Background: an optimization exercise with open tools, aiming at small area. Do not read the settings as production practice. The RTL was checked by simulation tests, not by an equivalence proof against the original design. Power figures rest on the tool's default switching activity, not on a simulated workload.

==> flow/config.mk <==
export PLATFORM = sky130hd
export DESIGN_NAME = cfg_extract_top
export DESIGN_NICKNAME = cfg_extract_top
export VERILOG_FILES = /design/flow/design.v
export SDC_FILE = /design/flow/constraint.sdc
export NUM_CORES = 4
export LEC_CHECK = 0
export CAP_MARGIN = 20
export CORE_AREA = 10 10 470 470
export DIE_AREA = 0 0 480 480
export SLEW_MARGIN = 20
==> flow/constraint.sdc <==
create_clock -name core_clock -period 5.0 [get_ports {axis_clk}]
set_input_delay 1.0000 -clock core_clock [delete_from_list [all_inputs] [get_ports {axis_clk}]]
set_output_delay 1.0000 -clock core_clock [all_outputs]
set_load 0.01 [all_outputs]
==> flow/design.v <==
package cfg_extract_pkg;
    localparam int DATA_W    = 256;
    localparam int KEEP_W    = DATA_W / 8;       
    localparam int ORDER_W   = 16;
    localparam int LANES     = DATA_W / ORDER_W;  
    localparam int NUM_SEG   = 4;                
    localparam int SEG_IDX_W = $clog2(NUM_SEG);
    localparam int CFG_W     = NUM_SEG * DATA_W;
    localparam logic [SEG_IDX_W-1:0] LAST_SEG = SEG_IDX_W'(NUM_SEG - 1);
    localparam int MOD_ID_W   = 4;
    localparam int MOD_ID_LSB = 112;
    localparam logic [MOD_ID_W-1:0] CFG_MODULE_ID = 4'd15;
    localparam int STATE_W = 3;
    localparam logic [STATE_W-1:0] ST_HDR1     = 3'd0;  
    localparam logic [STATE_W-1:0] ST_HDR2     = 3'd1;  
    localparam logic [STATE_W-1:0] ST_LOAD     = 3'd2;
    localparam logic [STATE_W-1:0] ST_FWD      = 3'd3;
    localparam logic [STATE_W-1:0] ST_FWD_TAIL = 3'd4;  
    localparam logic [STATE_W-1:0] ST_FLUSH    = 3'd5;
    typedef union packed {
        struct packed {
            logic [DATA_W-MOD_ID_LSB-MOD_ID_W-1:0] rsvd_hi;
            logic [MOD_ID_W-1:0]                   mod_id;
            logic [MOD_ID_LSB-1:0]                 rsvd_lo;
        } hdr;
        logic [LANES-1:0][ORDER_W-1:0] lane;   
    } beat_u;
endpackage
`timescale 1ns/100ps
module cfg_rx_fsm (
    input  logic                                    axis_clk,
    input  logic                                    aresetn,
    input  cfg_extract_pkg::beat_u                  i_tdata,
    input  logic                                    i_tvalid,
    input  logic                                    i_tlast,
    output logic                                    o_load,      
    output logic                                    o_commit,
    output logic                                    o_pass
);
    logic [cfg_extract_pkg::STATE_W-1:0]    state;
    logic [cfg_extract_pkg::STATE_W-1:0]    state_nxt;
    logic [cfg_extract_pkg::SEG_IDX_W-1:0]  seg_cnt;     
    logic                                   first_beat;
    logic                                   id_match;
    logic                                   last_seg;
    assign first_beat = i_tvalid && (state == cfg_extract_pkg::ST_HDR1 ||
                                     state == cfg_extract_pkg::ST_FWD_TAIL);
    assign id_match   = (i_tdata.hdr.mod_id == cfg_extract_pkg::CFG_MODULE_ID);
    assign last_seg   = (seg_cnt == cfg_extract_pkg::LAST_SEG);
    always_comb begin
        state_nxt = state;
        case (state)
            cfg_extract_pkg::ST_HDR1: begin
                if (first_beat)
                    state_nxt = cfg_extract_pkg::ST_HDR2;
            end
            cfg_extract_pkg::ST_HDR2: begin
                if (i_tvalid) begin
                    if (id_match)    
                        state_nxt = i_tlast ? cfg_extract_pkg::ST_HDR1 : cfg_extract_pkg::ST_LOAD;
                    else
                        state_nxt = i_tlast ? cfg_extract_pkg::ST_FWD_TAIL
                                            : cfg_extract_pkg::ST_FWD;
                end
            end
            cfg_extract_pkg::ST_LOAD: begin
                if (i_tvalid) begin
                    if (last_seg)    
                        state_nxt = i_tlast ? cfg_extract_pkg::ST_HDR1 : cfg_extract_pkg::ST_FLUSH;
                    else if (i_tlast)
                        state_nxt = cfg_extract_pkg::ST_HDR1;    
                end
            end
            cfg_extract_pkg::ST_FWD: begin
                if (i_tvalid && i_tlast)
                    state_nxt = cfg_extract_pkg::ST_FWD_TAIL;
            end
            cfg_extract_pkg::ST_FWD_TAIL: begin
                state_nxt = first_beat ? cfg_extract_pkg::ST_HDR2 : cfg_extract_pkg::ST_HDR1;
            end
            cfg_extract_pkg::ST_FLUSH: begin
                if (i_tvalid && i_tlast)
                    state_nxt = cfg_extract_pkg::ST_HDR1;
            end
            default: state_nxt = cfg_extract_pkg::ST_HDR1;
        endcase
    end
    always_ff @(posedge axis_clk) begin
        if (!aresetn) begin
            state   <= cfg_extract_pkg::ST_HDR1;
            seg_cnt <= '0;
        end else begin
            state <= state_nxt;
            if (state != cfg_extract_pkg::ST_LOAD)
                seg_cnt <= '0;
            else if (i_tvalid)
                seg_cnt <= seg_cnt + 1'b1;   
        end
    end
    assign o_load    = (state == cfg_extract_pkg::ST_LOAD);
    assign o_commit  = o_load && i_tvalid && last_seg && i_tlast;
    assign o_pass = (state == cfg_extract_pkg::ST_HDR2 && i_tvalid && !id_match) ||
                    state == cfg_extract_pkg::ST_FWD ||
                    state == cfg_extract_pkg::ST_FWD_TAIL;
endmodule
`timescale 1ns/100ps
module cfg_table_store (
    input  logic                                    axis_clk,
    input  logic                                    aresetn,
    input  logic [cfg_extract_pkg::DATA_W-1:0]      i_tdata,
    input  logic [3*cfg_extract_pkg::DATA_W-1:0]    i_shadow,    
    input  logic                                    i_commit,
    output logic [cfg_extract_pkg::CFG_W-1:0]       o_cfg_info,
    output logic                                    o_cfg_update
);
    logic [cfg_extract_pkg::CFG_W/cfg_extract_pkg::ORDER_W-1:0][cfg_extract_pkg::ORDER_W-1:0] payload;
    logic [cfg_extract_pkg::CFG_W/cfg_extract_pkg::ORDER_W-1:0][cfg_extract_pkg::ORDER_W-1:0] swapped;
    assign payload = {i_tdata, i_shadow};
    always_comb begin
        for (int k = 0; k < cfg_extract_pkg::CFG_W / cfg_extract_pkg::ORDER_W; k++) begin
            swapped[k] = {payload[k][cfg_extract_pkg::ORDER_W/2-1:0],
                          payload[k][cfg_extract_pkg::ORDER_W-1:cfg_extract_pkg::ORDER_W/2]};
        end
    end
    always_ff @(posedge axis_clk) begin
        if (!aresetn) begin
            o_cfg_info   <= '0;
            o_cfg_update <= 1'b0;
        end else begin
            o_cfg_update <= i_commit;    
            if (i_commit)
                o_cfg_info <= swapped;
        end
    end
endmodule
`timescale 1ns/100ps
module ctrl_bypass (
    input  logic                                axis_clk,
    input  logic                                aresetn,
    input  logic [cfg_extract_pkg::DATA_W-1:0]  i_tdata,
    input  logic [cfg_extract_pkg::KEEP_W-1:0]  i_tkeep,
    input  logic                                i_tvalid,
    input  logic                                i_tlast,
    input  logic                                i_pass,
    input  logic                                i_load,
    output logic [cfg_extract_pkg::DATA_W-1:0]  o_tdata,
    output logic [cfg_extract_pkg::KEEP_W-1:0]  o_tkeep,
    output logic                                o_tvalid,
    output logic                                o_tlast,
    output logic [3*cfg_extract_pkg::DATA_W-1:0] o_shadow   
);
    logic [cfg_extract_pkg::DATA_W-1:0] s1_data;
    logic [cfg_extract_pkg::DATA_W-1:0] s3_data;
    logic [cfg_extract_pkg::KEEP_W-1:0] s1_keep;
    logic                               s1_valid;
    logic                               s1_last;
    always_ff @(posedge axis_clk) begin
        s1_valid <= i_tvalid;    
        s1_last  <= i_tlast;
        s1_keep  <= i_tkeep;
        if (i_tvalid)
            s1_data <= i_tdata;
    end
    always_ff @(posedge axis_clk) begin
        if (!aresetn)
            o_tvalid <= 1'b0;
        else
            o_tvalid <= i_pass && s1_valid;
    end
    always_ff @(posedge axis_clk) begin
        o_tlast <= s1_last;
        o_tkeep <= s1_keep;
        if (!i_load || i_tvalid)
            o_tdata <= s1_data;
    end
    always_ff @(posedge axis_clk) begin
        if (i_load && i_tvalid)
            s3_data <= o_tdata;
    end
    assign o_shadow = {s1_data, o_tdata, s3_data};
endmodule
`timescale 1ns/100ps
module cfg_extract_top (
    input  logic                                axis_clk,
    input  logic                                aresetn,
    input  logic [cfg_extract_pkg::DATA_W-1:0]  i_ctrl_tdata,
    input  logic [cfg_extract_pkg::KEEP_W-1:0]  i_ctrl_tkeep,
    input  logic                                i_ctrl_tvalid,
    input  logic                                i_ctrl_tlast,
    output logic [cfg_extract_pkg::DATA_W-1:0]  o_ctrl_tdata,
    output logic [cfg_extract_pkg::KEEP_W-1:0]  o_ctrl_tkeep,
    output logic                                o_ctrl_tvalid,
    output logic                                o_ctrl_tlast,
    output logic [cfg_extract_pkg::CFG_W-1:0]   o_cfg_info,
    output logic                                o_cfg_update
);
    logic                                   load;
    logic                                   commit;
    logic                                   pass;    
    logic [3*cfg_extract_pkg::DATA_W-1:0]   shadow;
    cfg_rx_fsm u_rx_fsm (
        .axis_clk  (axis_clk),
        .aresetn   (aresetn),
        .i_tdata   (i_ctrl_tdata),
        .i_tvalid  (i_ctrl_tvalid),
        .i_tlast   (i_ctrl_tlast),
        .o_load    (load),
        .o_commit  (commit),
        .o_pass    (pass)
    );
    cfg_table_store u_table_store (
        .axis_clk     (axis_clk),
        .aresetn      (aresetn),
        .i_tdata      (i_ctrl_tdata),
        .i_shadow     (shadow),
        .i_commit     (commit),
        .o_cfg_info   (o_cfg_info),
        .o_cfg_update (o_cfg_update)
    );
    ctrl_bypass u_bypass (
        .axis_clk (axis_clk),
        .aresetn  (aresetn),
        .i_tdata  (i_ctrl_tdata),
        .i_tkeep  (i_ctrl_tkeep),
        .i_tvalid (i_ctrl_tvalid),
        .i_tlast  (i_ctrl_tlast),
        .i_pass   (pass),
        .i_load   (load),
        .o_tdata  (o_ctrl_tdata),
        .o_tkeep  (o_ctrl_tkeep),
        .o_tvalid (o_ctrl_tvalid),
        .o_tlast  (o_ctrl_tlast),
        .o_shadow (shadow)
    );
endmodule
==> flow/run.sh <==
#!/bin/bash
# synth_recipe.tcl (not shown) runs the flow's synth.tcl, then flattens the netlist and writes it again
# the make line also repeats each setting of config.mk as NAME=value (left out here)
make -C /OpenROAD-flow-scripts/flow DESIGN_CONFIG=/design/flow/config.mk WORK_HOME=/design/flow/orfs CLKGATE_MAP_FILE= SYNTH_SCRIPT=/design/flow/synth_recipe.tcl finish
==> results of run 1 <==
-- flip-flops by register name (all words and copies together) (netlist names) --
signal and flops:
u_bypass.o_tlast 1, u_rx_fsm.state 3, u_bypass.s1_last 1, u_bypass.s1_valid 1, u_rx_fsm.seg_cnt 2, u_bypass.o_tvalid 1, u_table_store.o_cfg_info 1024, u_bypass.s1_keep 32
u_bypass.s3_data 256, u_bypass.s1_data 256, u_bypass.o_tdata 256, u_table_store.o_cfg_update 1, u_bypass.o_tkeep 32
-- metrics by stage --
stage	power (mW)	setup slack [ps]	setup TNS, ps
6_report	33.3	1570	0
5_1_grt	34.1	1400	0
3_5_place_dp	18.8	1430	0
2_1_floorplan	17.5	-2590	-663660
4_1_cts	33.5	1550	0
3_3_place_gp	18.8	1480	0
-- final timing paths --
check                            start                            end
setup / recovery  u_bypass.o_tdata[11]               o_ctrl_tdata[11]
hold / removal     u_bypass.s1_keep[1]            u_bypass.o_tkeep[1]
setup reg to reg     u_rx_fsm.state[2]  u_table_store.o_cfg_info[711]
hold reg to reg    u_bypass.s1_keep[1]            u_bypass.o_tkeep[1]
-- cell type report --
| type | count | share of cell area |
|---|---|---|
| Sequential cell | 1866 | 0.495 |
| Multi-Input combinational cell | 3108 | 0.201 |
| Timing Repair Buffer | 1727 | 0.192 |
| Clock buffer | 291 | 0.0623 |
| Tap cell | 2805 | 0.0386 |
| Clock inverter | 82 | 0.00947 |
| Antenna cell | 37 | 0.00102 |
| Inverter | 2 | 0.000138 |
-- cells by family after synthesis --
kind of cell | Yosys count | synth area share
DFF | 1866 | 0.663
xor gates and xnor gates | 1 | 0.000129
and+or+nand+nor | 1045 | 0.0775
muxes | 1 | 0.000147
AOI/OAI and AO/OA | 2060 | 0.190
buffers and inverters | 832 | 0.0694
adders and majority gates | 1 | 0.000184
-- placed cells by master, fill, tap and decap left out, types with 2 or more instances in the layout --
master           instances
nor3b_1                  2
clkdlybuf4s50_1       1604
clkbuf_8                32
nand3_1               1024
clkinv_1                17
nand2b_1                 2
edfxtp_1               768
a21boi_1               334
diode_2                 37
a22oi_1                  2
buf_12                  39
o21ai_0               1026
clkinv_2                31
clkbuf_1                59
clkbuf_16              200
buf_4                   82
clkinv_8                 4
buf_8                    2
inv_6                    7
clkinvlp_4               7
clkinv_16                5
a21boi_0               691
dfxtp_1               1098
nor2_1                   2
bufinv_16                9
nand2_1                  2
inv_16                   2
nor4b_1                  2
-- layer usage --
metal	vias up	routed length [um]	global-route usage
met5	-	170	0
met4	24	20600	0.152
met3	587	33800	0.0864
met2	2942	141000	0.390
met1	27100	125000	0.330
li1	23000	-	-
-- report_power, final --
group	total [mW]	internal, mW	switching (mW)
Combinational	1.57	0.668	0.903
Clock	14.8	8.37	6.42
Sequential	16.9	16.3	0.566
Total	33.3	25.4	7.89
==> impl_metrics.ini, run 1 <==
[status]
status = no timing/DRC/antenna violations

[detailed_routing]
wire_per_inst_um = 32.4
vias = 53700
ant_nets = 0
drcViolationCount = 0
drt_iter0_drc = 6640
vias_per_cell = 5.41
drt_wl_total_um = 321000
dr.pass1.iters = 6

[floorplan]
top_level_ports = 1607
num_rows = 168
initial_core_util = 0.324
die_area_sq_um = 230000
core_area_sq_um = 210000
die_h_um = 480
die_w_um = 480

[flow_run]
max-cap-violations = 0

[cts]
postCtsHoldBufs = 0
cts_root_buf = clkbuf_16
clock-sinks = 1866
cts_tree = done
clk_latency_ps = 860
cts_setup_buffers = 0
htreeDepth = 4
numCtsBuffers = 197
clk_pin_slew_ps = 60
cts_resized = 0
cts.path.max_buffers = 3

[place]
port_buffers = 1606
gp_congestion = 0.970
place_hpwl_um = 236000
placed_cell_area_sq_um = 84300
place_inst = 9508

[global_route]
grt_antenna_before_repair = 86
grt_pass1_vias = 50300
grt_pass1_wl_um = 430000
grt.total_usage = 0.261
overflow = 0
grt_max_degree = 161

[worst_setup_path]
critical-path-top-delay-family = buffers and inverters
required_ps = 4000
crit_buf_inv = 1
rrSetupSlack_ps = 1610
critPathMaxStageDelay_ps = 900
critPathCaptureType = output port
critPathMaxFanout = 3
reg2reg_depth = 5
slowest_stage = clkdlybuf4s50_1
crit_cells = 1
cp_cell_sequence = clkdlybuf4s50_1
critPathKind = flop to output port
worst_setup_path_start_kind = flop
critPathArrivalTime_ps = 2430

[timing]
fin_skew_ps = 49.5
worst_pin_slew_ps = 1050
clock.fmax_mhz = 292
period_share = 0.686
maxSlewViolCount = 0
holdWs_ps = 314
finalSetupViolations = 0
hold_viol = 0
slew_headroom = 0.299
rsz0062_at_grt = no
fin_crit_ps = 3430

[power]
peakVddDrop_mv = 0.341
power_density_nw_per_um2 = 366
leakage_nw = 29.1

[finish]
instances_no_fill = 9918
final_util = 0.433
nets = 7195
drive_gt1_frac = 0.0605
multi_input_area_sq_um = 18200
seq_area_sq_um = 45000
area_growth_pct = 33.8
fillers = 19500
fin_area_sq_um = 90900

[synthesis]
synth_fp_nets = 6099
syn_area_per_cell_sq_um = 11.7
synth-seq-cells = 1866
async_flop_share = 0
yosysTopAreaCell = edfxtp_1
syn_area_sq_um = 68000
ys_seq_area_frac = 0.663
yosys_most_used_dff = dfxtp_1
yosysWarnings = 3
synth_top_area_frac = 0.339
synth_commonest_cells = dfxtp_1 (1098), o21ai_0 (1026), nand3_1 (1024)
yosysMostFrequentCell = dfxtp_1
synth_cell_types = 36
synth-edff-count = 768
synth_area_leaders = edfxtp_1 (34%), dfxtp_1 (32%), a21boi_0 (7.6%)
synthCells = 5806

[min_path]
hold_depth = 0
min_path_type = flop to flop
==> inputs of run 2 (changes only) <==
--- a/flow/design.v
+++ b/flow/design.v
@@ -122,16 +122,30 @@
                           payload[k][cfg_extract_pkg::ORDER_W-1:cfg_extract_pkg::ORDER_W/2]};
         end
     end
-    always_ff @(posedge axis_clk) begin
-        if (!aresetn) begin
-            o_cfg_info   <= '0;
-            o_cfg_update <= 1'b0;
-        end else begin
-            o_cfg_update <= i_commit;    
-            if (i_commit)
-                o_cfg_info <= swapped;
-        end
-    end
+    logic ld, hold;
+    assign ld   = aresetn &&  i_commit;
+    assign hold = aresetn && !i_commit;
+    always_ff @(posedge axis_clk)
+        o_cfg_update <= ld;              
+    for (genvar b = 0; b < cfg_extract_pkg::CFG_W; b++) begin : g_bit
+        cfg_hold_bit u_bit (
+            .axis_clk (axis_clk),
+            .i_new    (swapped[b/cfg_extract_pkg::ORDER_W][b%cfg_extract_pkg::ORDER_W]),
+            .i_ld     (ld),
+            .i_hold   (hold),
+            .o_q      (o_cfg_info[b])
+        );
+    end
+endmodule
+module cfg_hold_bit (
+    input  logic axis_clk,
+    input  logic i_new,
+    input  logic i_ld,
+    input  logic i_hold,
+    output logic o_q
+);
+    always_ff @(posedge axis_clk)
+        o_q <= (i_new & i_ld) | (o_q & i_hold);
 endmodule
 `timescale 1ns/100ps
 module ctrl_bypass (
@@ -154,12 +168,19 @@
     logic [cfg_extract_pkg::KEEP_W-1:0] s1_keep;
     logic                               s1_valid;
     logic                               s1_last;
+    logic s1_ld, s1_hold;    
+    logic s2_ld, s2_hold;    
+    logic s3_ld, s3_hold;    
+    assign s1_ld   =  i_tvalid;
+    assign s1_hold = !i_tvalid;
+    assign s2_ld   = !i_load ||  i_tvalid;
+    assign s2_hold =  i_load && !i_tvalid;
+    assign s3_ld   =  i_load &&  i_tvalid;
+    assign s3_hold = !s3_ld;
     always_ff @(posedge axis_clk) begin
         s1_valid <= i_tvalid;    
         s1_last  <= i_tlast;
         s1_keep  <= i_tkeep;
-        if (i_tvalid)
-            s1_data <= i_tdata;
     end
     always_ff @(posedge axis_clk) begin
         if (!aresetn)
@@ -170,12 +191,11 @@
     always_ff @(posedge axis_clk) begin
         o_tlast <= s1_last;
         o_tkeep <= s1_keep;
-        if (!i_load || i_tvalid)
-            o_tdata <= s1_data;
-    end
-    always_ff @(posedge axis_clk) begin
-        if (i_load && i_tvalid)
-            s3_data <= o_tdata;
+    end
+    for (genvar b = 0; b < cfg_extract_pkg::DATA_W; b++) begin : g_bit
+        cfg_hold_bit u_s1 (.axis_clk(axis_clk), .i_new(i_tdata[b]), .i_ld(s1_ld), .i_hold(s1_hold), .o_q(s1_data[b]));
+        cfg_hold_bit u_s2 (.axis_clk(axis_clk), .i_new(s1_data[b]), .i_ld(s2_ld), .i_hold(s2_hold), .o_q(o_tdata[b]));
+        cfg_hold_bit u_s3 (.axis_clk(axis_clk), .i_new(o_tdata[b]), .i_ld(s3_ld), .i_hold(s3_hold), .o_q(s3_data[b]));
     end
     assign o_shadow = {s1_data, o_tdata, s3_data};
 endmodule
==> flow/flow/run.sh (new file) <==
#!/bin/bash
# Standard layout, with the smallest buffer on every port instead of the default delay buffer.
set -euo pipefail
export BUFFER_PORTS_ARGS="-buffer_cell sky130_fd_sc_hd__buf_1"
bash standard.sh finish > orfs_make.log 2>&1
==> flow/standard.sh (new file) <==
#!/bin/bash
# synth_recipe.tcl (not shown) runs the flow's synth.tcl, then flattens the netlist and writes it again
# the make line also repeats each setting of config.mk as NAME=value (left out here)
make -C /OpenROAD-flow-scripts/flow DESIGN_CONFIG=/design/flow/config.mk WORK_HOME=/design/flow/orfs CLKGATE_MAP_FILE= SYNTH_SCRIPT=/design/flow/synth_recipe.tcl "${@:-finish}"
--- a/flow/config.mk
+++ b/flow/config.mk
@@ -6,6 +6,8 @@
 export NUM_CORES = 4
 export LEC_CHECK = 0
 export CAP_MARGIN = 20
-export CORE_AREA = 10 10 470 470
-export DIE_AREA = 0 0 480 480
+export CORE_AREA = 10 10 390 390
+export DIE_AREA = 0 0 400 400
 export SLEW_MARGIN = 20
+export SYNTH_HIERARCHICAL = 1
+export SYNTH_MINIMUM_KEEP_SIZE = 0
removed: flow/run.sh
==> run 2 against run 1 <==
Compared with the run above:
- the run now fails in I/O pin placement (3_2_place_iop)
- synthesized cell count shrank 32%
- area after synthesis shrank 19%
==> impl_metrics.ini, run 2 <==
[synthesis]
yosysWarnings = 10
syn_area_sq_um = 55300
synth-edff-count = 0
ys_seq_area_frac = 0.675
yosysTopAreaCell = dfxtp_1
synth_cell_types = 36
synthCells = 3966
synth-seq-cells = 1866
syn_area_per_cell_sq_um = 14.0
synth_adder_area_share = 0.000226
synth_top_area_frac = 0.675
synth_fp_nets = 4259
synth_top_family_by_area = compound AO/OA/AOI/OAI gates
synth_area_leaders = dfxtp_1 (67%), a22o_1 (28%), buf_4 (3.5%)
async_flop_share = 0
synth_commonest_cells = dfxtp_1 (1866), a22o_1 (1792), buf_4 (257)
muxShareOfSynthArea = 0.000181
yosysMostFrequentCell = dfxtp_1
synth_compound_area_frac = 0.286
yosys_most_used_dff = dfxtp_1
synth_xor_area_frac = 0.000158
yosys.area_share.simple = 0.00312

[status]
firstError = [ERROR PPL-0024] Number of IO pins (1607) exceeds maximum number of available positions (1446). Increase the die perimeter from 1600.00um to 2185.52um.
haltStage = I/O pin placement (3_2_place_iop)
status = did not finish

[floorplan]
num_rows = 139
die_w_um = 400
initial_core_util = 0.386
die_h_um = 400
run 2: changes by cell type after synthesis, sizes merged, moves of 768 or more:
cell / previous run / this run
a21boi: 1025 / 0
a22o: 0 / 1792
dfxtp: 1098 / 1866
edfxtp: 768 / 0
nand3: 1024 / 2
o21ai: 1026 / 3
run 2: cell families after synthesis:
group | count (synthesis)
DFF | 1866
xor gates and xnor gates | 1
AOI/OAI and AO/OA | 1807
muxes | 1
buffers and inverters | 262
adders and majority gates | 1
and+or+nand+nor | 28
run 2: Yosys stat by module (local to each module, per instance), a selection:
module | cells | times used | flops+latches | cell area (sq um)
cfg_table_store | 3 | 1 | 1 | 36.3
ctrl_bypass | 330 | 1 | 68 | 3320
cfg_rx_fsm | 49 | 1 | 5 | 425
cfg_hold_bit | 2 | 1792 | 1 | 28.8
==> inputs of run 3 (changes only) <==
--- a/flow/config.mk
+++ b/flow/config.mk
@@ -6,8 +6,8 @@
 export NUM_CORES = 4
 export LEC_CHECK = 0
 export CAP_MARGIN = 20
-export CORE_AREA = 10 10 390 390
-export DIE_AREA = 0 0 400 400
+export CORE_AREA = 10 10 470 470
+export DIE_AREA = 0 0 480 480
 export SLEW_MARGIN = 20
 export SYNTH_HIERARCHICAL = 1
 export SYNTH_MINIMUM_KEEP_SIZE = 0
==> run 3 against run 2 <==
Compared with the run above:
- now clean on timing, DRC and antenna
- synthesized cell count unchanged
- area after synthesis stayed put
==> impl_metrics.ini, run 3 <==
[status]
status = no timing/DRC/antenna violations

[cts]
numCtsBuffers = 189
clk_latency_ps = 830
cts_root_buf = clkbuf_16
cts_setup_buffers = 0
clock-sinks = 1866
cts_tree = done
postCtsHoldBufs = 0
clk_pin_slew_ps = 60
cts_resized = 0
cts.path.max_buffers = 3
htreeDepth = 4

[detailed_routing]
vias_per_cell = 5.15
route.met2.wl_um = 122000
drt_wl_total_um = 262000
vias = 44100
m1WireLength_um = 105000
highest_layer = met5
wire_per_inst_um = 30.7
wl_met3_um = 22500
ant_nets = 0
dr.pass1.iters = 6
drcViolationCount = 0
drt_iter0_drc = 4226

[floorplan]
die_h_um = 480
num_rows = 168
top_level_ports = 1607
initial_core_util = 0.264
die_w_um = 480
die_area_sq_um = 230000
core_area_sq_um = 210000

[worst_setup_path]
worstReg2RegStart = u_rx_fsm.state[2]
critPathMaxStageDelay_ps = 780
startpoint = u_rx_fsm.state[2]
reg2reg_depth = 7
cp_common_cell = buf_12
required_ps = 5730
critPathArrivalTime_ps = 3850
endpoint = u_table_store.g_bit[279].u_bit.o_q
slowest_stage = and2b_4
rr_endpoint = u_table_store.g_bit[279].u_bit.o_q
critPathKind = flop to flop
worst_setup_path_start_kind = flop
critPathMaxFanout = 61
critPathCaptureType = flop
cp_cell_sequence = nor2b_1 -> and2_1 -> and4_1 -> and2b_4 -> buf_12 -> buf_12 -> a22o_1
rrSetupSlack_ps = 1880

[timing]
rsz0062_at_grt = no
worst_pin_slew_ps = 935
maxSlewViolCount = 0
hold_viol = 0
finalSetupViolations = 0
period_share = 0.625
setup_tns_ps = 0
fin_skew_ps = 39.6
clock.fmax_mhz = 320
slew_headroom = 0.377
fin_crit_ps = 3120

[place]
place_hpwl_um = 198000
port_buffers = 1606
gp_congestion = 0.930

[global_route]
grt.total_usage = 0.211
grt_antenna_before_repair = 45
grt_pass1_vias = 41500
overflow = 0
grt_pass1_wl_um = 353000
grt_max_degree = 144

[power]
p_clk_frac = 0.436
seqPwrFrac = 0.507
p_sw_mw = 8.19
switching_share = 0.243
peakVddDrop_mv = 0.379
leakage_nw = 27.3
power_density_nw_per_um2 = 477
intPower_mw = 25.5
p_comb_frac = 0.056

[synthesis]
synthCells = 3966
synth_top_area_frac = 0.675
syn_area_per_cell_sq_um = 14.0
synth_area_leaders = dfxtp_1 (67%), a22o_1 (28%), buf_4 (3.5%)
synth_commonest_cells = dfxtp_1 (1866), a22o_1 (1792), buf_4 (257)
yosysTopAreaCell = dfxtp_1
yosysWarnings = 10
synth-seq-cells = 1866
synth_fp_nets = 4259
synth_cell_types = 36
yosysMostFrequentCell = dfxtp_1
yosys_most_used_dff = dfxtp_1
ys_seq_area_frac = 0.675
syn_area_sq_um = 55300
synth-edff-count = 0
async_flop_share = 0

[finish]
multi_input_area_sq_um = 16000
layout_commonest_cell = dfxtp_1
nets = 5881
top_register = u_table_store.g_bit.u_bit.o_q
largest_reg_flops = 1024
fillers = 21100
final_util = 0.336
layout_common_cells = dfxtp_1 (1866), a22o_1 (1792), buf_1 (1604), clkbuf_16 (193), buf_4 (46)
seq_area_sq_um = 37400
drive_gt1_frac = 0.0702
area_growth_pct = 27.6

[min_path]
min_path_type = input port to flop

[flow_run]
max-cap-violations = 0
==> run 3: cell counts after synthesis <==
Identical to the previous run, type by type.
==> run 3: critical path, delay by kind of cell (launching register included) <==
family | cells | cell delay (ps)
and+or+nand+nor | 4 | 1540
DFF | 1 | 590
buffers and inverters | 2 | 590
AOI/OAI and AO/OA | 1 | 180
==> run 3: kinds of logic (layout without fill, tap and decap cells) <==
| logic type | after synthesis | count (layout) | synth area share |
|---|---|---|---|
| AO/OA/AOI/OAI | 1807 | 1807 | 0.286 |
| other | 0 | 15 | 0 |
| buffers and inverters | 262 | 2033 | 0.0356 |
| adder cells (fa/ha/maj) | 1 | 1 | 0.000226 |
| XOR/XNOR | 1 | 1 | 0.000158 |
| AND/OR/NAND/NOR | 28 | 28 | 0.00312 |
| multiplexers | 1 | 1 | 0.000181 |
| flip-flops | 1866 | 1866 | 0.675 |
==> run 3: power groups by stage <==
stage,clock network [mW],registers (mW),logic [mW]
detailed placement,0,17.4,1.91
global route,15.5,17.2,2.07
floorplan,0,16.9,1.51
global placement,0,17.4,1.87
finish,14.7,17.1,1.90
CTS,14.9,17.1,1.92
==> run 3: stage by stage <==
step / cell area, sq um / power [mW] / hold WS, ps / std cells / setup slack [ps]
6_report: 70600 / 33.7 / 262 / 8557 / 1880
5_1_grt: 70600 / 34.8 / 199 / 8545 / 1730
4_1_cts: 70600 / 33.9 / 158 / 8542 / 1870
3_5_place_dp: 64100 / 19.3 / 312 / 8202 / 1600
3_3_place_gp: 64100 / 19.2 / 309 / 8202 / 1620
2_1_floorplan: 55400 / 18.4 / 310 / 3966 / -2700
==> run 3: how the worst min path moves through the flow <==
stage          slack, ps                    to  cells after the start            startpoint
3_5_place_dp         310  u_bypass.o_tkeep[23]                      0  u_bypass.s1_keep[23]
3_3_place_gp         310   u_bypass.o_tkeep[5]                      0   u_bypass.s1_keep[5]
6_report             260  u_bypass.s1_keep[28]                      1      i_ctrl_tkeep[28]
5_1_grt              200  u_bypass.s1_keep[22]                      1      i_ctrl_tkeep[22]
2_1_floorplan        310   u_bypass.o_tkeep[0]                      0   u_bypass.s1_keep[0]
4_1_cts              160  u_bypass.s1_keep[22]                      1      i_ctrl_tkeep[22]
==> run 3: per-module statistics from Yosys (local to each module, per instance), a selection <==
module / cells / area, sq um
cfg_table_store: 3 / 36.3
cfg_hold_bit: 2 / 28.8
cfg_rx_fsm: 49 / 425
ctrl_bypass: 330 / 3320
==> run 3: metal layers <==
layer,up-vias,track usage
met5,-,0
met2,2306,0.342
met1,22400,0.262
met3,421,0.0609
met4,42,0.0895
li1,18900,-
==> run 3: area by class of cell <==
type | count | area share
flip-flops and latches | 1866 | 0.529
clock inverters | 71 | 0.0139
inverters | 2 | 0.000213
well taps | 2805 | 0.0497
clock buffers | 269 | 0.0781
diodes | 15 | 0.000531
multi-input cells | 1838 | 0.227
repair buffers | 1691 | 0.102
==> inputs of run 4 (changes only) <==
==> flow/run.sh (new file) <==
#!/bin/bash
# synth_recipe.tcl (not shown) runs the flow's synth.tcl, then flattens the netlist and writes it again
# the make line also repeats each setting of config.mk as NAME=value (left out here)
make -C /OpenROAD-flow-scripts/flow DESIGN_CONFIG=/design/flow/config.mk WORK_HOME=/design/flow/orfs CLKGATE_MAP_FILE= SYNTH_SCRIPT=/design/flow/synth_recipe.tcl finish
removed: flow/flow/run.sh
removed: flow/standard.sh
==> run 4 against run 3 <==
Compared with the run above:
- still clean on timing, DRC and antenna
- fmax shrank 2.8%
- count of clock-buffer cells in the layout up 17
- first-iteration DRC count fell by 5.5%
- combinational power is 23% higher
- global-route usage rose by 0.83 points
- clock power barely moved
- via count decreased by 0.56%
- synthesized cell count is the same
- critical path depth down 6
- routed wire length increased by 3.5%
- sequential power hardly changed
- critical path type is now flop to output port
- largest cell class unchanged
- largest power group unchanged
- highest routed layer unchanged
==> impl_metrics.ini, run 4 <==
[timing]
worst_pin_slew_ps = 1110
maxSlewViolCount = 0
fin_crit_ps = 3210
clock.fmax_mhz = 311
rsz0062_at_grt = no
fin_skew_ps = 53.2
finalSetupViolations = 0
worst_slack_ps = 1790
slew_headroom = 0.260
hold_viol = 0
period_share = 0.643

[power]
p_comb_frac = 0.068
p_clk_frac = 0.435
switching_share = 0.242
p_sw_mw = 8.30
seqPwrFrac = 0.497
power_mw = 34.4
leakage_nw = 31.1
intPower_mw = 26.1
power_density_nw_per_um2 = 426
peakVddDrop_mv = 0.351

[detailed_routing]
vias_per_cell = 5.11
dr.pass1.iters = 5
vias = 43800
drcViolationCount = 0
drt_wl_total_um = 272000
ant_nets = 0
drt_iter0_drc = 3993
wire_per_inst_um = 31.7

[cts]
cts.path.max_buffers = 3
clk_pin_slew_ps = 60
cts_resized = 0
clock-sinks = 1866
clk_latency_ps = 850
numCtsBuffers = 192
cts_tree = done
cts_root_buf = clkbuf_16
cts_setup_buffers = 0
htreeDepth = 4
postCtsHoldBufs = 0

[global_route]
grt_pass1_vias = 41900
grt_pass1_wl_um = 365000
grt_antenna_before_repair = 43
grt_max_degree = 162
overflow = 0
grt.total_usage = 0.220

[place]
post-place-ws_ps = 1460
gp_congestion = 0.886
place_hpwl_um = 201000
port_buffers = 1606

[synthesis]
synth_area_leaders = dfxtp_1 (67%), a22o_1 (28%), buf_4 (3.5%)
async_flop_share = 0
yosysMostFrequentCell = dfxtp_1
synth_top_area_frac = 0.675
synth-edff-count = 0
syn_area_sq_um = 55300
synthCells = 3966
synth_fp_nets = 4259
yosys_most_used_dff = dfxtp_1
syn_area_per_cell_sq_um = 14.0
synth_commonest_cells = dfxtp_1 (1866), a22o_1 (1792), buf_4 (257)
synth_cell_types = 36
yosysWarnings = 10
yosysTopAreaCell = dfxtp_1
synth-seq-cells = 1866
ys_seq_area_frac = 0.675

[finish]
area_growth_pct = 45.7
drive_gt1_frac = 0.0706
layout_commonest_cell = dfxtp_1
fillers = 19700
multi_input_area_sq_um = 16000
layout_common_cells = dfxtp_1 (1866), a22o_1 (1792), clkdlybuf4s50_1 (1605), clkbuf_16 (196), buf_4 (58)
largest_reg_flops = 1024
seq_area_sq_um = 37400
nets = 5884
final_util = 0.384
top_register = u_table_store.g_bit.u_bit.o_q

[worst_setup_path]
critPathCaptureType = output port
startpoint = u_table_store.g_bit[971].u_bit.o_q
critPathKind = flop to output port
critical-path-top-delay-family = buffers and inverters
cp_cell_sequence = clkdlybuf4s50_1
critPathMaxFanout = 2
slowest_stage = clkdlybuf4s50_1
worstReg2RegStart = u_rx_fsm.state[2]
worst_setup_path_start_kind = flop
required_ps = 4000
critPathMaxStageDelay_ps = 1000
critPathArrivalTime_ps = 2210
crit_buf_inv = 1

[min_path]
hold_start = u_bypass.s1_keep[24]
min_path_type = flop to flop

[floorplan]
die_w_um = 480
die_area_sq_um = 230000
core_area_sq_um = 210000
num_rows = 168
initial_core_util = 0.264
top_level_ports = 1607
die_h_um = 480

[flow_run]
max-cap-violations = 0

[status]
status = no timing/DRC/antenna violations
## run 4: per-module statistics from Yosys, one instance, submodules excluded, a selection
module	flops+latches	cell area (sq um)	copies in the design	cells
cfg_table_store	1	36.3	1	3
cfg_hold_bit	1	28.8	1792	2
cfg_rx_fsm	5	425	1	49
ctrl_bypass	68	3320	1	330
## run 4: per-stage QoR
stage / hold WS (ps) / std cells / area [sq um] / TNS [ps]
2_1_floorplan: 310 / 3966 / 55400 / -3319930
3_3_place_gp: 310 / 8202 / 74000 / 0
3_5_place_dp: 312 / 8202 / 74000 / 0
4_1_cts: 324 / 8555 / 80600 / 0
5_1_grt: 326 / 8562 / 80600 / 0
6_report: 318 / 8571 / 80600 / 0
## run 4: logic make-up (layout without fill, tap and decap cells)
family                   after synthesis  in the layout  synth area share
adder cells (fa/ha/maj)                1              1          0.000226
multiplexers                           1              1          0.000181
XOR/XNOR                               1              1          0.000158
AO/OA/AOI/OAI                       1807           1807             0.286
flip-flops                          1866           1866             0.675
other                                  0             16                 0
AND/OR/NAND/NOR                       28             28           0.00312
buffers and inverters                262           2046            0.0356
## run 4: area by class of cell
type | instances | share of cell area
sequential | 1866 | 0.463
antenna | 16 | 0.000497
clock inverter | 67 | 0.0114
timing repair buffer | 1691 | 0.212
clock buffer | 286 | 0.0706
inverter | 2 | 0.000186
tap | 2805 | 0.0435
multi-input combinational | 1838 | 0.199
## run 4: worst paths after layout
check	to	slack, ps	cells after the start
hold / removal	u_bypass.o_tkeep[24]	320	0
setup reg to reg	u_table_store.g_bit[23].u_bit.o_q	2000	6
setup / recovery	o_cfg_info[971]	1790	1
hold reg to reg	u_bypass.o_tkeep[24]	320	0
## run 4: metal layers
layer,routed length (um),GRT usage,part of all wire
met3,22600,0.0638,0.083
met2,129000,0.362,0.47
met1,108000,0.267,0.40
met5,257,0,0.00095
met4,11900,0.0928,0.044
## run 4: power groups by stage
stage / registers [mW] / logic (mW) / clock network [mW]
2_1_floorplan: 16.9 / 1.51 / 0
3_3_place_gp: 17.3 / 2.29 / 0
3_5_place_dp: 17.4 / 2.33 / 0
4_1_cts: 17.0 / 2.35 / 15.2
5_1_grt: 17.2 / 2.49 / 15.8
6_report: 17.1 / 2.33 / 15.0
==> inputs of run 5 (changes only) <==
--- a/flow/config.mk
+++ b/flow/config.mk
@@ -6,8 +6,8 @@
 export NUM_CORES = 4
 export LEC_CHECK = 0
 export CAP_MARGIN = 20
-export CORE_AREA = 10 10 470 470
-export DIE_AREA = 0 0 480 480
+export CORE_AREA = 10 10 390 390
+export DIE_AREA = 0 0 400 400
 export SLEW_MARGIN = 20
 export SYNTH_HIERARCHICAL = 1
 export SYNTH_MINIMUM_KEEP_SIZE = 0
==> run 5 against run 4 <==
Compared with the run above:
- the flow now stops in I/O pin placement (3_2_place_iop)
- area after synthesis did not move
- synthesized cell count is the same
==> impl_metrics.ini, run 5 <==
[status]
status = did not finish
haltStage = I/O pin placement (3_2_place_iop)
firstError = [ERROR PPL-0024] Number of IO pins (1607) exceeds maximum number of available positions (1446). Increase the die perimeter from 1600.00um to 2185.52um.

[synthesis]
synth_commonest_cells = dfxtp_1 (1866), a22o_1 (1792), buf_4 (257)
synth-edff-count = 0
synth-seq-cells = 1866
syn_area_per_cell_sq_um = 14.0
ys_seq_area_frac = 0.675
yosysTopAreaCell = dfxtp_1
synth_top_area_frac = 0.675
syn_area_sq_um = 55300
synthCells = 3966
synth_fp_nets = 4259
synth_cell_types = 36
yosysMostFrequentCell = dfxtp_1
synth_area_leaders = dfxtp_1 (67%), a22o_1 (28%), buf_4 (3.5%)
yosys_most_used_dff = dfxtp_1
async_flop_share = 0
yosysWarnings = 10

[floorplan]
die_h_um = 400
die_w_um = 400
initial_core_util = 0.386
num_rows = 139
run 5: cell counts after synthesis:
Identical to the previous run, type by type.
run 5: modules after synthesis (local to each module, per instance), a selection:
| module | times used | area [sq um] |
|---|---|---|
| cfg_table_store | 1 | 36.3 |
| cfg_hold_bit | 1792 | 28.8 |
| ctrl_bypass | 1 | 3320 |
| cfg_rx_fsm | 1 | 425 |
run 5: logic make-up after synthesis:
logic type,after synthesis,share of synthesized area
buffers and inverters,262,0.0356
adder cells (fa/ha/maj),1,0.000226
AO/OA/AOI/OAI,1807,0.286
flip-flops,1866,0.675
XOR/XNOR,1,0.000158
multiplexers,1,0.000181
AND/OR/NAND/NOR,28,0.00312
==> inputs of run 6 (changes only) <==
--- a/flow/design.v
+++ b/flow/design.v
@@ -147,6 +147,18 @@
     always_ff @(posedge axis_clk)
         o_q <= (i_new & i_ld) | (o_q & i_hold);
 endmodule
+module cfg_sel_bit (
+    input  logic axis_clk,
+    input  logic i_a,
+    input  logic i_ld_a,
+    input  logic i_b,
+    input  logic i_ld_b,
+    input  logic i_hold,
+    output logic o_q
+);
+    always_ff @(posedge axis_clk)
+        o_q <= (i_a & i_ld_a) | (i_b & i_ld_b) | (o_q & i_hold);
+endmodule
 `timescale 1ns/100ps
 module ctrl_bypass (
     input  logic                                axis_clk,
@@ -164,7 +176,7 @@
     output logic [3*cfg_extract_pkg::DATA_W-1:0] o_shadow   
 );
     logic [cfg_extract_pkg::DATA_W-1:0] s1_data;
-    logic [cfg_extract_pkg::DATA_W-1:0] s3_data;
+    logic [cfg_extract_pkg::DATA_W-1:2*cfg_extract_pkg::KEEP_W] s3_data;
     logic [cfg_extract_pkg::KEEP_W-1:0] s1_keep;
     logic                               s1_valid;
     logic                               s1_last;
@@ -180,7 +192,6 @@
     always_ff @(posedge axis_clk) begin
         s1_valid <= i_tvalid;    
         s1_last  <= i_tlast;
-        s1_keep  <= i_tkeep;
     end
     always_ff @(posedge axis_clk) begin
         if (!aresetn)
@@ -188,16 +199,34 @@
         else
             o_tvalid <= i_pass && s1_valid;
     end
-    always_ff @(posedge axis_clk) begin
+    always_ff @(posedge axis_clk)
         o_tlast <= s1_last;
-        o_tkeep <= s1_keep;
-    end
     for (genvar b = 0; b < cfg_extract_pkg::DATA_W; b++) begin : g_bit
         cfg_hold_bit u_s1 (.axis_clk(axis_clk), .i_new(i_tdata[b]), .i_ld(s1_ld), .i_hold(s1_hold), .o_q(s1_data[b]));
         cfg_hold_bit u_s2 (.axis_clk(axis_clk), .i_new(s1_data[b]), .i_ld(s2_ld), .i_hold(s2_hold), .o_q(o_tdata[b]));
-        cfg_hold_bit u_s3 (.axis_clk(axis_clk), .i_new(o_tdata[b]), .i_ld(s3_ld), .i_hold(s3_hold), .o_q(s3_data[b]));
-    end
-    assign o_shadow = {s1_data, o_tdata, s3_data};
+        if (b >= 2*cfg_extract_pkg::KEEP_W) begin : g_s3
+            cfg_hold_bit u_s3 (.axis_clk(axis_clk), .i_new(o_tdata[b]), .i_ld(s3_ld), .i_hold(s3_hold), .o_q(s3_data[b]));
+        end
+    end
+    logic k1_ld, k1_hold, k1_pay;    
+    logic k2_ld, k2_hold, k2_pay;
+    assign k1_pay  =  i_load &&  i_tvalid;
+    assign k1_ld   = !i_load &&  i_tvalid;
+    assign k1_hold = !i_tvalid;
+    assign k2_pay  =  i_load &&  i_tvalid;
+    assign k2_ld   = !i_load;
+    assign k2_hold =  i_load && !i_tvalid;
+    for (genvar b = 0; b < cfg_extract_pkg::KEEP_W; b++) begin : g_keep
+        cfg_sel_bit u_k1 (.axis_clk(axis_clk),
+                          .i_a(i_tkeep[b]), .i_ld_a(k1_ld),
+                          .i_b(o_tdata[b]), .i_ld_b(k1_pay),
+                          .i_hold(k1_hold), .o_q(s1_keep[b]));
+        cfg_sel_bit u_k2 (.axis_clk(axis_clk),
+                          .i_a(s1_keep[b]), .i_ld_a(k2_ld),
+                          .i_b(o_tdata[cfg_extract_pkg::KEEP_W+b]), .i_ld_b(k2_pay),
+                          .i_hold(k2_hold), .o_q(o_tkeep[b]));
+    end
+    assign o_shadow = {s1_data, o_tdata, s3_data, o_tkeep, s1_keep};
 endmodule
 `timescale 1ns/100ps
 module cfg_extract_top (
==> flow/flow/run.sh (new file) <==
#!/bin/bash
# Standard layout with two changes: the smallest buffer on every port instead of
# the default delay buffer, and a clock tree of small buffers in small clusters
# without dummy loads.
set -euo pipefail
export BUFFER_PORTS_ARGS="-buffer_cell sky130_fd_sc_hd__buf_1"
export CTS_ARGS="-sink_clustering_enable -repair_clock_nets -dont_use_dummy_load -buf_list sky130_fd_sc_hd__clkbuf_4 -sink_clustering_size 8 -sink_clustering_max_diameter 50"
bash standard.sh finish > orfs_make.log 2>&1
==> flow/standard.sh (new file) <==
#!/bin/bash
# synth_recipe.tcl (not shown) runs the flow's synth.tcl, then flattens the netlist and writes it again
# the make line also repeats each setting of config.mk as NAME=value (left out here)
make -C /OpenROAD-flow-scripts/flow DESIGN_CONFIG=/design/flow/config.mk WORK_HOME=/design/flow/orfs CLKGATE_MAP_FILE= SYNTH_SCRIPT=/design/flow/synth_recipe.tcl "${@:-finish}"
--- a/flow/config.mk
+++ b/flow/config.mk
@@ -6,8 +6,8 @@
 export NUM_CORES = 4
 export LEC_CHECK = 0
 export CAP_MARGIN = 20
-export CORE_AREA = 10 10 390 390
-export DIE_AREA = 0 0 400 400
+export CORE_AREA = 10 10 470 470
+export DIE_AREA = 0 0 480 480
 export SLEW_MARGIN = 20
 export SYNTH_HIERARCHICAL = 1
 export SYNTH_MINIMUM_KEEP_SIZE = 0
removed: flow/run.sh
==> run 6 against run 5 <==
Compared with the run above:
- synthesized cell count grew 0.86%
- the run now finishes clean
- area after synthesis shrank 1.3%
==> impl_metrics.ini, run 6 <==
[status]
status = no timing/DRC/antenna violations

[worst_setup_path]
rrSetupSlack_ps = 2060
cp_cell_sequence = buf_1
reg2reg_depth = 7
critPathMaxFanout = 2
required_ps = 4000
rr_endpoint = u_table_store.g_bit[740].u_bit.o_q
critPathCaptureType = output port
critPathMaxStageDelay_ps = 690
critPathArrivalTime_ps = 2240
slowest_stage = buf_1
critical-path-top-delay-family = buffers and inverters
critPathKind = flop to output port
worst_setup_path_start_kind = flop
crit_buf_inv = 1
worstReg2RegStart = u_rx_fsm.state[2]

[power]
p_clk_frac = 0.293
leakage_nw = 26.2
power_density_nw_per_um2 = 385
seqPwrFrac = 0.628
p_sw_mw = 7.08
intPower_mw = 19.1
p_comb_frac = 0.079
switching_share = 0.271
peakVddDrop_mv = 0.226

[detailed_routing]
dr.pass1.iters = 8
vias_per_cell = 5.22
ant_nets = 0
drt_wl_total_um = 269000
drcViolationCount = 0
vias = 45800
wire_per_inst_um = 30.7
drt_iter0_drc = 5102

[min_path]
min_to = u_table_store.g_bit[964].u_bit.o_q
hold_depth = 2
hold_start = i_ctrl_tdata[204]
min_path_type = input port to flop

[finish]
drive_gt1_frac = 0.0642
largest_reg_flops = 1024
top_register = u_table_store.g_bit.u_bit.o_q
layout_commonest_cell = dfxtp_1
top_regs = u_table_store.g_bit.u_bit.o_q: 1024 flops, u_bypass.g_bit.u_s1.o_q: 256 flops, u_bypass.g_bit.u_s2.o_q: 256 flops
layout_common_cells = dfxtp_1 (1802), a22o_1 (1728), buf_1 (1604), clkbuf_4 (291), dlygate4sd3_1 (259)
nets = 6234
area_growth_pct = 24.2
fin_area_sq_um = 67900

[floorplan]
die_area_sq_um = 230000
top_level_ports = 1607
core_area_sq_um = 210000
initial_core_util = 0.260
num_rows = 168
die_h_um = 480
die_w_um = 480

[synthesis]
synth-seq-cells = 1802
synth_top_family_by_area = compound AO/OA/AOI/OAI gates
synth_top_area_frac = 0.660
yosys.area_share.simple = 0.00330
synth_adder_area_share = 0.000229
synth-edff-count = 0
synth_commonest_cells = dfxtp_1 (1802), a22o_1 (1728), buf_4 (289)
synth_fp_nets = 4293
muxShareOfSynthArea = 0.000183
yosysTopAreaCell = dfxtp_1
synthCells = 4000
syn_area_per_cell_sq_um = 13.7
yosys_most_used_dff = dfxtp_1
synth_xor_area_frac = 0.000160
synth_cell_types = 37
async_flop_share = 0
yosysWarnings = 11
synth_compound_area_frac = 0.291
ys_seq_area_frac = 0.660
synth_area_leaders = dfxtp_1 (66%), a22o_1 (28%), buf_4 (4.0%)
syn_area_sq_um = 54600
yosysMostFrequentCell = dfxtp_1

[cts]
clk_latency_ps = 1290
cts.path.max_buffers = 4
numCtsBuffers = 290
cts_tree = done
htreeDepth = 5
clock-sinks = 1802
cts_root_buf = clkbuf_4
clk_pin_slew_ps = 90

[global_route]
grt_max_degree = 150
grt_antenna_before_repair = 41
grt_pass1_wl_um = 364000
grt.total_usage = 0.217
overflow = 0
grt_pass1_vias = 43200

[timing]
fin_skew_ps = 150
period_share = 0.648
clock.fmax_mhz = 308
hold_viol = 0
fin_crit_ps = 3240
holdWs_ps = 241
maxSlewViolCount = 0
slew_headroom = 0.196
finalSetupViolations = 0
worst_slack_ps = 1760
worst_pin_slew_ps = 1210
rsz0062_at_grt = no

[place]
placed_cell_area_sq_um = 63000
post-place-ws_ps = 1510
place_hpwl_um = 200000
port_buffers = 1606
gp_congestion = 0.943

[flow_run]
max-cap-violations = 0
## run 6: power groups by stage
| stage | clock [mW] | combinational, mW | sequential, mW |
|---|---|---|---|
| CTS | 7.91 | 2.07 | 16.4 |
| global placement | 0 | 1.82 | 16.7 |
| global route | 8.48 | 2.22 | 16.5 |
| finish | 7.67 | 2.06 | 16.4 |
| floorplan | 0 | 1.51 | 16.2 |
| detailed placement | 0 | 1.87 | 16.7 |
## run 6: repair_timing
item                      4_1_cts  5_1_grt
hold buffers                  259        0
buffers inserted                0        0
gates resized for setup         0        0
hold endpoints to repair      476        0
## run 6: cell families (layout without fill, tap and decap cells)
| family | Yosys count | in the layout |
|---|---|---|
| adders and majority gates | 1 | 1 |
| and+or+nand+nor | 29 | 29 |
| AOI/OAI and AO/OA | 1807 | 1807 |
| DFF | 1802 | 1802 |
| other | 0 | 31 |
| muxes | 1 | 1 |
| buffers and inverters | 359 | 2298 |
| xor gates and xnor gates | 1 | 1 |
## run 6: layer usage
| metal | part of all wire | GRT usage | vias to the layer above |
|---|---|---|---|
| li1 | - | - | 19600 |
| met1 | 0.39 | 0.271 | 22900 |
| met2 | 0.45 | 0.336 | 2754 |
| met3 | 0.096 | 0.0677 | 499 |
| met4 | 0.060 | 0.113 | 24 |
| met5 | 0.00055 | 0 | - |
## run 6: worst max-delay path by stage
stage	slack, ps	to	depth (start not counted)	from
final	1760	o_cfg_info[802]	1	u_table_store.g_bit[802].u_bit.o_q
after global routing	1400	o_cfg_info[764]	1	u_table_store.g_bit[764].u_bit.o_q
after CTS	1270	o_cfg_info[764]	1	u_table_store.g_bit[764].u_bit.o_q
after detailed placement	1510	u_bypass.g_bit[111].u_s2.o_q	5	i_ctrl_tvalid
after global placement	1550	u_bypass.g_bit[251].u_s2.o_q	5	i_ctrl_tvalid
after floorplan	-2700	u_table_store.g_bit[0].u_bit.o_q	4	i_ctrl_tvalid
## run 6: stage by stage
step	cells	power, mW	setup TNS (ps)	util
finish	8775	26.1	0	0.323
floorplan	4000	17.7	-2929760	-
global placement	8194	18.5	0	0.300
CTS	8743	26.4	0	0.323
detailed placement	8194	18.6	0	0.300
global route	8761	27.2	0	0.323
## run 6: modules after synthesis (local to each module, per instance), a selection
| module | area [sq um] | times used |
|---|---|---|
| ctrl_bypass | 2290 | 1 |
| cfg_sel_bit | 33.8 | 64 |
| cfg_table_store | 36.3 | 1 |
| cfg_hold_bit | 28.8 | 1728 |
| cfg_rx_fsm | 425 | 1 |
## run 6: layout make-up
cell class	count	area, sq um
well taps	2805	3510
repair buffers	1941	9620
multi-input cells	1839	16100
inverters	67	259
diodes	31	77.6
fillers	21400	142000
flip-flops and latches	1802	36100
clock buffers	290	2180
==> inputs of run 7 (changes only) <==
==> flow/flow/run.sh (replaced) <==
#!/bin/bash
# Standard layout with two changes: the smallest buffer on every port instead of
# the default delay buffer, and a clock tree of mid-size buffers in small clusters
# without dummy loads.
set -euo pipefail
export BUFFER_PORTS_ARGS="-buffer_cell sky130_fd_sc_hd__buf_1"
export CTS_ARGS="-sink_clustering_enable -repair_clock_nets -dont_use_dummy_load -buf_list sky130_fd_sc_hd__clkbuf_8 -sink_clustering_size 16 -sink_clustering_max_diameter 60"
bash standard.sh finish > orfs_make.log 2>&1
--- a/flow/config.mk
+++ b/flow/config.mk
@@ -5,9 +5,9 @@
 export SDC_FILE = /design/flow/constraint.sdc
 export NUM_CORES = 4
 export LEC_CHECK = 0
-export CAP_MARGIN = 20
+export CAP_MARGIN = 5
 export CORE_AREA = 10 10 470 470
 export DIE_AREA = 0 0 480 480
-export SLEW_MARGIN = 20
+export SLEW_MARGIN = 5
 export SYNTH_HIERARCHICAL = 1
 export SYNTH_MINIMUM_KEEP_SIZE = 0
==> run 7 against run 6 <==
Compared with the run above:
- the layout now fails its checks (slew limit)
- sequential cell count unchanged
- core utilization decreased by 1.4 points
- die area unchanged
==> impl_metrics.ini, run 7 <==
[finish]
layout_commonest_cell = dfxtp_1
final_util = 0.310
fillers = 21600
nets = 5828
top_register = u_table_store.g_bit.u_bit.o_q
layout_common_cells = dfxtp_1 (1802), a22o_1 (1728), buf_1 (1604), clkbuf_8 (144), inv_1 (66)
drive_gt1_frac = 0.0423
instances_no_fill = 8350
area_growth_pct = 19.0
largest_reg_flops = 1024
top_regs = u_table_store.g_bit.u_bit.o_q: 1024 flops, u_bypass.g_bit.u_s1.o_q: 256 flops, u_bypass.g_bit.u_s2.o_q: 256 flops

[worst_setup_path]
reg2reg_depth = 5
worst_setup_path_start_kind = flop
critPathCaptureType = flop
critPathKind = flop to flop
required_ps = 5780
critPathMaxFanout = 149
critPathArrivalTime_ps = 3750

[place]
place_hpwl_um = 200000
place_inst = 8194
post-place-ws_ps = 1510
gp_congestion = 0.943
port_buffers = 1606

[synthesis]
synth_adder_area_share = 0.000229
synth_xor_area_frac = 0.000160
syn_area_per_cell_sq_um = 13.7
muxShareOfSynthArea = 0.000183
synth_top_family_by_area = compound AO/OA/AOI/OAI gates
async_flop_share = 0
yosysWarnings = 11
yosys_most_used_dff = dfxtp_1
ys_seq_area_frac = 0.660
synth_cell_types = 37
syn_area_sq_um = 54600
synth_compound_area_frac = 0.291
synth_commonest_cells = dfxtp_1 (1802), a22o_1 (1728), buf_4 (289)
yosysTopAreaCell = dfxtp_1
synthCells = 4000
yosys.area_share.simple = 0.00330
synth_top_area_frac = 0.660
synth_area_leaders = dfxtp_1 (66%), a22o_1 (28%), buf_4 (4.0%)
synth-edff-count = 0
synth_fp_nets = 4293
yosysMostFrequentCell = dfxtp_1
synth-seq-cells = 1802

[global_route]
grt_antenna_before_repair = 49
overflow = 0
grt.total_usage = 0.214
grt_max_degree = 150
grt_pass1_vias = 40600
grt_pass1_wl_um = 355000

[cts]
clk_pin_slew_ps = 100
htreeDepth = 4
cts.path.max_buffers = 3
numCtsBuffers = 144
postCtsHoldBufs = 0
clk_latency_ps = 920
cts_resized = 0
clock-sinks = 1802
cts_tree = done
cts_root_buf = clkbuf_8
cts_setup_buffers = 0

[timing]
slew_headroom = -0.135
period_share = 0.594
fin_crit_ps = 2970
clock.fmax_mhz = 337
hold_viol = 0
worst_slack_ps = 2030
finalSetupViolations = 0
worst_pin_slew_ps = 1700
maxSlewViolCount = 70
setup_tns_ps = 0
fin_skew_ps = 82.2
rsz0062_at_grt = no

[floorplan]
initial_core_util = 0.260
num_rows = 168
die_h_um = 480
core_area_sq_um = 210000
top_level_ports = 1607
die_area_sq_um = 230000
die_w_um = 480

[min_path]
min_path_type = input port to flop
hold_depth = 3

[detailed_routing]
ant_nets = 0
drt_wl_total_um = 265000
wire_per_inst_um = 31.7
vias = 43800
drt_iter0_drc = 4953
dr.pass1.iters = 6
drcViolationCount = 0
vias_per_cell = 5.24

[power]
power_mw = 25.5
leakage_nw = 24.8
power_density_nw_per_um2 = 393
peakVddDrop_mv = 0.260

[flow_run]
max-cap-violations = 0

[status]
status = finished with violations
violations = slew limit
## run 7: cell counts after synthesis
Identical to the previous run, type by type.
## run 7: per-module statistics from Yosys (local to each module, per instance), a selection
module / copies in the design / area (sq um)
ctrl_bypass: 1 / 2290
cfg_rx_fsm: 1 / 425
cfg_hold_bit: 1728 / 28.8
cfg_table_store: 1 / 36.3
cfg_sel_bit: 64 / 33.8
## run 7: metrics by stage
step | hold slack (ps) | instance area [sq um]
2_1_floorplan | 310 | 54700
3_3_place_gp | 312 | 63000
3_5_place_dp | 312 | 63000
4_1_cts | 130 | 65000
5_1_grt | 208 | 65000
6_report | 299 | 65000
## run 7: layout make-up
class                           count  area [sq um]  share of cell area
Sequential cell                  1802         36100               0.555
Antenna cell                       12          30.0            0.000462
Inverter                           67           259             0.00398
Clock buffer                      144          1980              0.0305
Tap cell                         2805          3510              0.0540
Multi-Input combinational cell   1839         16100               0.248
Timing Repair Buffer             1681          7000               0.108
## run 7: power by group
| group | switching (mW) | leakage, nW | internal (mW) | total [mW] |
|---|---|---|---|---|
| registers | 1.06 | 14.8 | 15.4 | 16.4 |
| clock network | 4.67 | 1.04 | 2.58 | 7.25 |
| logic | 0.958 | 8.97 | 0.900 | 1.86 |
## run 7: routing by layer
| metal | GRT usage | part of all wire |
|---|---|---|
| met1 | 0.268 | 0.40 |
| met2 | 0.332 | 0.45 |
| met3 | 0.0671 | 0.096 |
| met4 | 0.105 | 0.054 |
| met5 | 0 | 0.0011 |
## run 7: logic make-up (layout without fill, tap and decap cells)
family	after synthesis	after routing
multiplexers	1	1
AND/OR/NAND/NOR	29	29
XOR/XNOR	1	1
other	0	12
adder cells (fa/ha/maj)	1	1
flip-flops	1802	1802
buffers and inverters	359	1892
AO/OA/AOI/OAI	1807	1807
## run 7: critical path, stage by stage, from the launching register on
cell and delay, ps:
dfxtp_1 480, nor2b_1 200, and2_1 440, nor2b_4 360, buf_12 350, a22o_1 260
## run 7: path summary, 6_finish.rpt
path                startpoint                          end  slack, ps
min            i_ctrl_tkeep[1]  u_bypass.g_keep[1].u_k1.o_q        300
max reg2reg  u_rx_fsm.state[1]  u_bypass.g_bit[80].u_s2.o_q       2030
min reg2reg   u_bypass.s1_last             u_bypass.o_tlast        330
max          u_rx_fsm.state[1]  u_bypass.g_bit[80].u_s2.o_q       2030
==> inputs of run 8 (changes only) <==
--- a/flow/config.mk
+++ b/flow/config.mk
@@ -5,9 +5,9 @@
 export SDC_FILE = /design/flow/constraint.sdc
 export NUM_CORES = 4
 export LEC_CHECK = 0
-export CAP_MARGIN = 5
+export CAP_MARGIN = 20
 export CORE_AREA = 10 10 470 470
 export DIE_AREA = 0 0 480 480
-export SLEW_MARGIN = 5
+export SLEW_MARGIN = 20
 export SYNTH_HIERARCHICAL = 1
 export SYNTH_MINIMUM_KEEP_SIZE = 0
==> run 8 against run 7 <==
Compared with the run above:
- now clean on timing, DRC and antenna
- routed wire length about the same
- combinational power about the same
- synthesized cell count unchanged
- die area unchanged
- final cell count about the same
==> impl_metrics.ini, run 8 <==
[status]
status = no timing/DRC/antenna violations

[worst_setup_path]
cp_cell_sequence = buf_1
required_ps = 4000
critPathCaptureType = output port
critPathMaxFanout = 2
crit_buf_inv = 1
critPathMaxStageDelay_ps = 680
slowest_stage = buf_1
critical-path-top-delay-family = buffers and inverters
critPathKind = flop to output port
critPathArrivalTime_ps = 1940
worst_setup_path_start_kind = flop

[power]
peakVddDrop_mv = 0.261
leakage_nw = 24.8
power_mw = 25.5
power_density_nw_per_um2 = 392

[timing]
worst_pin_slew_ps = 1200
maxSlewViolCount = 0
period_share = 0.588
slew_headroom = 0.198
clock.fmax_mhz = 340
finalSetupViolations = 0
rsz0062_at_grt = no
hold_viol = 0
holdWs_ps = 292
fin_crit_ps = 2940
fin_skew_ps = 80.6

[floorplan]
die_h_um = 480
num_rows = 168
core_area_sq_um = 210000
die_area_sq_um = 230000
die_w_um = 480
top_level_ports = 1607
initial_core_util = 0.260

[place]
place_hpwl_um = 200000
port_buffers = 1606
gp_congestion = 0.943

[detailed_routing]
vias = 43700
drcViolationCount = 0
dr.pass1.iters = 6
ant_nets = 0
wire_per_inst_um = 31.7
vias_per_cell = 5.23
drt_wl_total_um = 265000
drt_iter0_drc = 5025

[cts]
htreeDepth = 4
clk_latency_ps = 920
cts_setup_buffers = 0
cts.path.max_buffers = 3
clock-sinks = 1802
cts_resized = 0
clk_pin_slew_ps = 100
numCtsBuffers = 144
cts_tree = done
postCtsHoldBufs = 0
cts_root_buf = clkbuf_8

[synthesis]
synth_commonest_cells = dfxtp_1 (1802), a22o_1 (1728), buf_4 (289)
synthCells = 4000
synth_top_area_frac = 0.660
synth-seq-cells = 1802
yosys_most_used_dff = dfxtp_1
async_flop_share = 0
synth_fp_nets = 4293
yosysTopAreaCell = dfxtp_1
yosysMostFrequentCell = dfxtp_1
synth_cell_types = 37
synth_area_leaders = dfxtp_1 (66%), a22o_1 (28%), buf_4 (4.0%)
synth-edff-count = 0
ys_seq_area_frac = 0.660
yosysWarnings = 11
syn_area_per_cell_sq_um = 13.7
syn_area_sq_um = 54600

[finish]
nets = 5829
top_regs = u_table_store.g_bit.u_bit.o_q: 1024 flops, u_bypass.g_bit.u_s1.o_q: 256 flops, u_bypass.g_bit.u_s2.o_q: 256 flops
layout_common_cells = dfxtp_1 (1802), a22o_1 (1728), buf_1 (1604), clkbuf_8 (144), inv_1 (66)
layout_commonest_cell = dfxtp_1
area_growth_pct = 19.0
largest_reg_flops = 1024
drive_gt1_frac = 0.0425
top_register = u_table_store.g_bit.u_bit.o_q

[global_route]
grt_pass1_vias = 40600
grt_pass1_wl_um = 355000
overflow = 0
grt_antenna_before_repair = 49
grt.total_usage = 0.214
grt_max_degree = 150

[min_path]
min_path_type = input port to flop

[flow_run]
max-cap-violations = 0
-- run 8: cell counts after synthesis --
Identical to the previous run, type by type.
-- run 8: per-stage QoR --
step | TNS, ps | setup WS, ps | std cells | area (sq um) | utilization
after floorplan | -2929760 | -2700 | 4000 | 54700 | -
after global placement | 0 | 1550 | 8194 | 63000 | 0.300
after detailed placement | 0 | 1510 | 8194 | 63000 | 0.300
after CTS | 0 | 1740 | 8338 | 65000 | 0.309
after global routing | 0 | 1870 | 8345 | 65000 | 0.310
final | 0 | 2060 | 8354 | 65000 | 0.310
-- run 8: cell families (layout without fill, tap and decap cells) --
logic type	count (synthesis)	after routing	share of synthesized area
AO/OA/AOI/OAI	1807	1807	0.291
XOR/XNOR	1	1	0.000160
adder cells (fa/ha/maj)	1	1	0.000229
buffers and inverters	359	1893	0.0449
flip-flops	1802	1802	0.660
multiplexers	1	1	0.000183
other	0	15	0
AND/OR/NAND/NOR	29	29	0.00330
-- run 8: metal layers --
metal  up-vias  GRT usage  routed length [um]
li1      18700          -                   -
met1     22100      0.268              105000
met2      2487      0.332              120000
met3       399     0.0671               25800
met4        44      0.105               14300
met5         -          0                 307
-- run 8: modules after synthesis, one instance, submodules excluded, excerpt --
module,cell area (sq um),copies in the design,flip-flops and latches,cells
cfg_table_store,36.3,1,1,3
cfg_rx_fsm,425,1,5,49
ctrl_bypass,2290,1,4,300
cfg_hold_bit,28.8,1728,1,2
cfg_sel_bit,33.8,64,1,3
-- run 8: cell type report --
cell class / instances / area [sq um]
diodes: 15 / 37.5
clock buffers: 144 / 1980
fillers: 21600 / 145000
inverters: 67 / 259
multi-input cells: 1839 / 16100
flip-flops and latches: 1802 / 36100
well taps: 2805 / 3510
repair buffers: 1682 / 7030
-- run 8: path summary, 6_finish.rpt --
check,start,endpoint,slack (ps),depth (start not counted)
worst max-delay path,u_table_store.g_bit[764].u_bit.o_q,o_cfg_info[764],2060,1
worst min-delay path,i_ctrl_tkeep[1],u_bypass.g_keep[1].u_k1.o_q,290,3
worst max register to register,u_rx_fsm.state[1],u_table_store.g_bit[811].u_bit.o_q,2090,7
worst min register to register,u_bypass.s1_last,u_bypass.o_tlast,330,0
-- run 8: power breakdown --
group          leakage (nW)  internal [mW]  total (mW)  switching [mW]
combinational          8.98          0.900        1.86           0.957
clock                  1.04           2.58        7.24            4.66
sequential             14.8           15.4        16.4            1.06

-- separate check: timing with driven ports --
Ports are ideal in the flow. The routed layouts listed here were re-timed in OpenROAD. Step 1 assumes that a clkbuf_16 drives the clock port and a buf_2 every other input. Step 2 adds t to the input delays and takes it off the output delays; t is the mean of the earliest and latest rising clock arrival at the registers after step 1. Input paths then give back, and output paths get back, about the clock's delay inside the block. a / b / c = no drivers / after step 1 / after step 2; a / b = the first two.
run | shift t [ns] | setup slack, ns | hold WS [ns]
run 1 | 0.920 | 1.572 / 1.488 / 1.296 | 0.314 / 0.314 / 0.314
run 3 | 0.906 | 1.877 / 1.877 / 1.601 | 0.262 / 0.191 / 0.323
run 4 | 0.920 | 1.786 / 1.690 / 1.311 | 0.318 / 0.318 / 0.318
run 6 | 1.284 | 1.758 / 1.666 / 0.939 | 0.241 / 0.181 / 0.315
run 7 | 0.971 | 2.029 / 1.971 / 1.389 | 0.299 / 0.261 / 0.335
run 8 | 0.972 | 2.058 / 1.966 / 1.542 | 0.292 / 0.249 / 0.334
The setup slack of run 6, which loses most, moves by -0.092 ns with the drivers and by -0.819 ns with both steps.
